What follows belongs to an exercise in optimizing a design on an open flow for small area and a short achievable clock period; a production flow would make more cautious choices. RTL that was checked went through simulation tests only; none was proved equivalent to the original.

==> run a: inputs <==
// mac_sequencer
module mac_sequencer #(
    parameter int ADDR_W = 21,
    parameter int CNT_W  = 4,
    parameter int STRIDE = 8,
    parameter int DATA_W = 64
) (
    input  logic                      clk,
    input  logic                      rst_n,
    input  logic                      start,
    input  logic [ADDR_W-1:0]         start_addr,
    input  logic [CNT_W-1:0]          start_count,
    output logic                      busy,
    output logic [ADDR_W+CNT_W:0]     mir,
    output logic                      mem_req,
    output logic [ADDR_W-1:0]         mem_addr,
    input  logic                      mem_ack,
    input  logic [DATA_W-1:0]         mem_rdata,
    output logic [DATA_W-1:0]         acc_out,
    output logic                      done
);
Settings: LEC_CHECK=0, ABC_AREA=1, CAP_MARGIN=20, CORE_MARGIN=2, CORE_UTILIZATION=40, SETUP_SLACK_MARGIN=5, SLEW_MARGIN=20, SYNTH_HIERARCHICAL=1, SYNTH_MINIMUM_KEEP_SIZE=0; clock period 10.0 ns.
run.sh (not shown) runs the stock make flow with config.mk's settings and CLKGATE_MAP_FILE= SYNTH_SCRIPT=/design/flow/synth_recipe.tcl, a recipe that flattens the netlist after the stock synthesis.
==> inputs of run b, as changes to run a <==
--- a/flow/config.mk
+++ b/flow/config.mk
@@ -9,5 +9,6 @@
 export CAP_MARGIN = 20
 export CORE_MARGIN = 2
-export CORE_UTILIZATION = 40
+export CORE_UTILIZATION = 60
+export CTS_BUF_LIST = sky130_fd_sc_hd__clkbuf_8
 export SETUP_SLACK_MARGIN = 5
 export SLEW_MARGIN = 20
==> qor summary <==
| item | run a | run b |
|---|---|---|
| CLK BUF | 75 | 100 |
| Core area | 83,700 µm² | 55,400 µm² |
| Clock buffer count from CTS | 51 | 81 |
| Clock network area share | 4.51% | 4.81% |
| Count of instances resized after the clock tree is built | 4 | 1 |
| Max FO, Critical Path | 32 | 39 |
| Relative area change from synthesis to final layout | 13.9% | 12.6% |
| Fraction of final layout cells sized beyond drive strength 1 | 7.16% | 8.29% |
| Crit path capture | ps_q[184]$_DFF_P_ | ps_q[172]$_DFF_P_ |
| CP Data Required Time | 10,480 ps | 10,590 ps |
| Gp weighted congestion | 0.891 | 0.907 |
| Number of rows in the core area | 106 | 86 |
| Instance area after placement | 36,600 µm² | 36,100 µm² |
| Maximum number of pins on one net before global-route repair | 82 | 70 |
| Actual transition at the worst max-transition pin | 1220 ps | 1050 ps |
| Placed Instances | 4,292 | 3,903 |
| Filler cells | 7,740 | 4,265 |
| Status | no timing/DRC/antenna violations | no timing/DRC/antenna violations |
No run of this note included a check of the RTL's function; only the layout flow was run.

==> inputs of 06-19 <==
Another version of the RTL of mac_sequencer (not shown whole).
Design mac_sequencer, start of the top module:
module mac_sequencer #(
    parameter int ADDR_W = 21,
    parameter int CNT_W  = 4,
    parameter int STRIDE = 8,
    parameter int DATA_W = 64
) (
    input  logic                      clk,
    input  logic                      rst_n,
    input  logic                      start,
    input  logic [ADDR_W-1:0]         start_addr,
    input  logic [CNT_W-1:0]          start_count,
    output logic                      busy,
    output logic [ADDR_W+CNT_W:0]     mir,
    output logic                      mem_req,
    output logic [ADDR_W-1:0]         mem_addr,
    input  logic                      mem_ack,
    input  logic [DATA_W-1:0]         mem_rdata,
    output logic [DATA_W-1:0]         acc_out,
    output logic                      done
);
==> flow/config.mk <==
export PLATFORM = sky130hd
export DESIGN_NAME = mac_sequencer
export DESIGN_NICKNAME = mac_sequencer
export VERILOG_FILES = /design/flow/design.v
export SDC_FILE = /design/flow/constraint.sdc
export NUM_CORES = 4
export LEC_CHECK = 0
export ABC_AREA = 1
export CAP_MARGIN = 20
export CORE_MARGIN = 2
export CORE_UTILIZATION = 40
export CTS_CLUSTER_DIAMETER = 100
export CTS_CLUSTER_SIZE = 30
export SLEW_MARGIN = 20
export SYNTH_HIERARCHICAL = 1
export SYNTH_MINIMUM_KEEP_SIZE = 0
==> flow/constraint.sdc <==
create_clock -name core_clock -period 10.0 [get_ports {clk}]
set_input_delay 2.0000 -clock core_clock [delete_from_list [all_inputs] [get_ports {clk}]]
set_output_delay 2.0000 -clock core_clock [all_outputs]
set_load 0.01 [all_outputs]
standard.sh (not shown) runs the stock make flow with config.mk's settings and CLKGATE_MAP_FILE= SYNTH_SCRIPT=/design/flow/synth_recipe.tcl, a recipe that flattens the netlist after the stock synthesis.
==> flow/flow/run.sh <==
#!/bin/bash
# The standard ORFS layout (standard.sh), with the smallest buffer on the ports
# (buffer_ports -buffer_cell), and repair_timing aiming for a few tenths of a ns more
# setup slack than the standard flow's setting allows, to cover the routed parasitics.
set -uo pipefail
bash standard.sh SETUP_SLACK_MARGIN=5.45 'BUFFER_PORTS_ARGS=-buffer_cell sky130_fd_sc_hd__buf_1' finish > make_finish.log 2>&1
==> inputs of 03-26, as changes to 06-19 <==
--- a/flow/design.v
+++ b/flow/design.v
@@ -76,25 +76,18 @@
     logic [32:0] pp [16];
     logic [63:0] acc_sum;
     logic [206:0] ps_q;
     assign a_m = mem_rdata[63:32];
     assign bx  = {mem_rdata[31:0], 1'b0};
-    logic [1:0] onex [16];
-    logic [1:0] twox [16];
-    for (genvar j = 0; j < 16; j++) begin : g_enc
-        for (genvar k = 0; k < 2; k++) begin : g_copy
-            mac_benc u_enc (.b2(bx[2*j+2]), .b1(bx[2*j+1]), .b0(bx[2*j]), .one(onex[j][k]), .two(twox[j][k]));
-        end
-    end
     always_comb begin
         for (int j = 0; j < 16; j++) begin
             neg[j] = bx[2*j+2];
-            one[j] = onex[j][0];
-            two[j] = twox[j][0];
-            pp[j][0] = (onex[j][0] & a_m[0]) ^ neg[j];
+            one[j] = bx[2*j+1] ^ bx[2*j];
+            two[j] = (bx[2*j+2] & ~bx[2*j+1] & ~bx[2*j]) | (~bx[2*j+2] & bx[2*j+1] & bx[2*j]);
+            pp[j][0] = (one[j] & a_m[0]) ^ neg[j];
             for (int i = 1; i < 33; i++)
-                pp[j][i] = ((onex[j][i / 17] & a_m[i < 32 ? i : 31]) | (twox[j][i / 17] & a_m[i-1])) ^ neg[j];
+                pp[j][i] = ((one[j] & a_m[i < 32 ? i : 31]) | (two[j] & a_m[i-1])) ^ neg[j];
         end
     end
     logic s1;
     logic k2;
     logic s3;
@@ -2631,15 +2624,5 @@
     output logic co
 );
     assign s  = a ^ b;
     assign co = a & b;
 endmodule
-module mac_benc (
-    input  logic b2,
-    input  logic b1,
-    input  logic b0,
-    output logic one,
-    output logic two
-);
-    assign one = b1 ^ b0;
-    assign two = (b2 & ~b1 & ~b0) | (~b2 & b1 & b0);
-endmodule
==> flow/flow/run.sh (replaced) <==
#!/bin/bash
# The standard ORFS layout (standard.sh), with the smallest buffer on the ports
# (buffer_ports -buffer_cell); repair_timing upsizes the ones on critical paths.
set -uo pipefail
bash standard.sh 'BUFFER_PORTS_ARGS=-buffer_cell sky130_fd_sc_hd__buf_1' finish > make_finish.log 2>&1
--- a/flow/config.mk
+++ b/flow/config.mk
@@ -7,10 +7,11 @@
 export LEC_CHECK = 0
 export ABC_AREA = 1
 export CAP_MARGIN = 20
 export CORE_MARGIN = 2
 export CORE_UTILIZATION = 40
-export CTS_CLUSTER_DIAMETER = 100
-export CTS_CLUSTER_SIZE = 30
+export CTS_CLUSTER_DIAMETER = 80
+export CTS_CLUSTER_SIZE = 24
+export SETUP_SLACK_MARGIN = 5
 export SLEW_MARGIN = 20
 export SYNTH_HIERARCHICAL = 1
 export SYNTH_MINIMUM_KEEP_SIZE = 0
==> inputs of 11-10, as changes to 06-19 <==
--- a/flow/design.v
+++ b/flow/design.v
@@ -76,25 +76,18 @@
     logic [32:0] pp [16];
     logic [63:0] acc_sum;
     logic [206:0] ps_q;
     assign a_m = mem_rdata[63:32];
     assign bx  = {mem_rdata[31:0], 1'b0};
-    logic [1:0] onex [16];
-    logic [1:0] twox [16];
-    for (genvar j = 0; j < 16; j++) begin : g_enc
-        for (genvar k = 0; k < 2; k++) begin : g_copy
-            mac_benc u_enc (.b2(bx[2*j+2]), .b1(bx[2*j+1]), .b0(bx[2*j]), .one(onex[j][k]), .two(twox[j][k]));
-        end
-    end
     always_comb begin
         for (int j = 0; j < 16; j++) begin
             neg[j] = bx[2*j+2];
-            one[j] = onex[j][0];
-            two[j] = twox[j][0];
-            pp[j][0] = (onex[j][0] & a_m[0]) ^ neg[j];
+            one[j] = bx[2*j+1] ^ bx[2*j];
+            two[j] = (bx[2*j+2] & ~bx[2*j+1] & ~bx[2*j]) | (~bx[2*j+2] & bx[2*j+1] & bx[2*j]);
+            pp[j][0] = (one[j] & a_m[0]) ^ neg[j];
             for (int i = 1; i < 33; i++)
-                pp[j][i] = ((onex[j][i / 17] & a_m[i < 32 ? i : 31]) | (twox[j][i / 17] & a_m[i-1])) ^ neg[j];
+                pp[j][i] = ((one[j] & a_m[i < 32 ? i : 31]) | (two[j] & a_m[i-1])) ^ neg[j];
         end
     end
     logic s1;
     logic k2;
     logic s3;
@@ -2631,15 +2624,5 @@
     output logic co
 );
     assign s  = a ^ b;
     assign co = a & b;
 endmodule
-module mac_benc (
-    input  logic b2,
-    input  logic b1,
-    input  logic b0,
-    output logic one,
-    output logic two
-);
-    assign one = b1 ^ b0;
-    assign two = (b2 & ~b1 & ~b0) | (~b2 & b1 & b0);
-endmodule
==> flow/flow/run.sh (replaced) <==
#!/bin/bash
# The standard ORFS layout (standard.sh), with the smallest buffer on the ports
# (buffer_ports -buffer_cell), and repair_timing aiming for a few tenths of a ns more
# setup slack than the standard flow's setting allows, to cover the routed parasitics.
set -uo pipefail
bash standard.sh SETUP_SLACK_MARGIN=5.6 'BUFFER_PORTS_ARGS=-buffer_cell sky130_fd_sc_hd__buf_1' finish > make_finish.log 2>&1
--- a/flow/config.mk
+++ b/flow/config.mk
@@ -7,10 +7,10 @@
 export LEC_CHECK = 0
 export ABC_AREA = 1
 export CAP_MARGIN = 20
 export CORE_MARGIN = 2
 export CORE_UTILIZATION = 40
-export CTS_CLUSTER_DIAMETER = 100
-export CTS_CLUSTER_SIZE = 30
+export CTS_CLUSTER_DIAMETER = 80
+export CTS_CLUSTER_SIZE = 24
 export SLEW_MARGIN = 20
 export SYNTH_HIERARCHICAL = 1
 export SYNTH_MINIMUM_KEEP_SIZE = 0
==> impl_metrics.csv <==
group,metric,value,unit
route,viasPerCell,5.68,
final_layout,fin_cells,4384,
die,dieArea,82000,sq um
min_path,min_from,"valid_q",
route,wl_met3,10.3,mm
final_layout,n_all_buffers,344,
min_path,hold_path_end,"valid_q",
final_layout,nNetsFinal,4051,
final_layout,postLayoutCellArea,35800,sq um
placement,dpl_cell_area,33300,sq um
setup_path,worst-path-stages,10,
run_status,run_status,"no timing/DRC/antenna violations",
Source of the figures above: 06-19

==> impl_metrics.csv <==
group,metric,value,unit
run_status,run_status,"no timing/DRC/antenna violations",
final_layout,n_all_buffers,279,
setup_path,arrival,5560,ps
min_path,min_from,"valid_q",
setup_path,worst-path-stages,10,
final_layout,nNetsFinal,3807,
placement,dpl_cell_area,32600,sq um
die,dieArea,80000,sq um
route,wl_met3,10.3,mm
final_layout,fin_cells,4138,
final_layout,postLayoutCellArea,33800,sq um
route,viasPerCell,5.85,
Source of the figures above: 03-26

==> impl_metrics.csv <==
group,metric,value,unit
min_path,min_from,"addr_q[0]",
placement,dpl_cell_area,32700,sq um
die,dieArea,80000,sq um
final_layout,n_all_buffers,392,
route,viasPerCell,6.07,
final_layout,fin_cells,4260,
final_layout,nNetsFinal,3929,
setup_path,worst-path-stages,11,
min_path,hold_path_end,"addr_q[0]",
run_status,run_status,"no timing/DRC/antenna violations",
die,pin_count,207,
final_layout,postLayoutCellArea,36800,sq um
Source of the figures above: 11-10

For 06-19, only the layout was checked, not whether the RTL still works.

-- separate check: timing with driven ports --
The results above use ideal ports. As a check the final layouts listed here were re-extracted and re-timed, cells and wires unchanged. Step 1: set_driving_cell puts a clkbuf_16 on clk and a buf_2 on each other input, an assumption about the parent block. Step 2 moves the port delays by t, midway between the first and last clock arrival at a register: inputs arrive t later, outputs are due t later. That takes back most of the time a late clock gives input paths. Three values: ideal, step 1, step 2; two values: the first two.
run | t, ns | setup WS [ns] | hold WS [ns] | worst setup path at the end | pins driven straight from the clock port
run a | 0.684 | 5.042 / 5.069 / 4.385 | 0.400 / 0.400 / 0.400 | input to register | 1
run b | 0.753 | 4.975 / 5.010 / 4.257 | 0.398 / 0.398 / 0.398 | input to register | 1
06-19 | 0.639 | 5.449 / 5.456 / 4.817 | 0.500 / 0.500 / 0.500 | input to register | 1
03-26 | 0.652 | 4.902 / 4.946 / 4.294 | 0.530 / 0.530 / 0.530 | input to register | 1
11-10 | 0.671 | 5.526 / 5.554 / 4.883 | 0.523 / 0.523 / 0.523 | input to register | 1
After both steps setup and hold are still met in every run listed. For run b, which loses most, drivers alone change the setup slack by +0.035 ns; drivers and shift together by -0.718 ns.
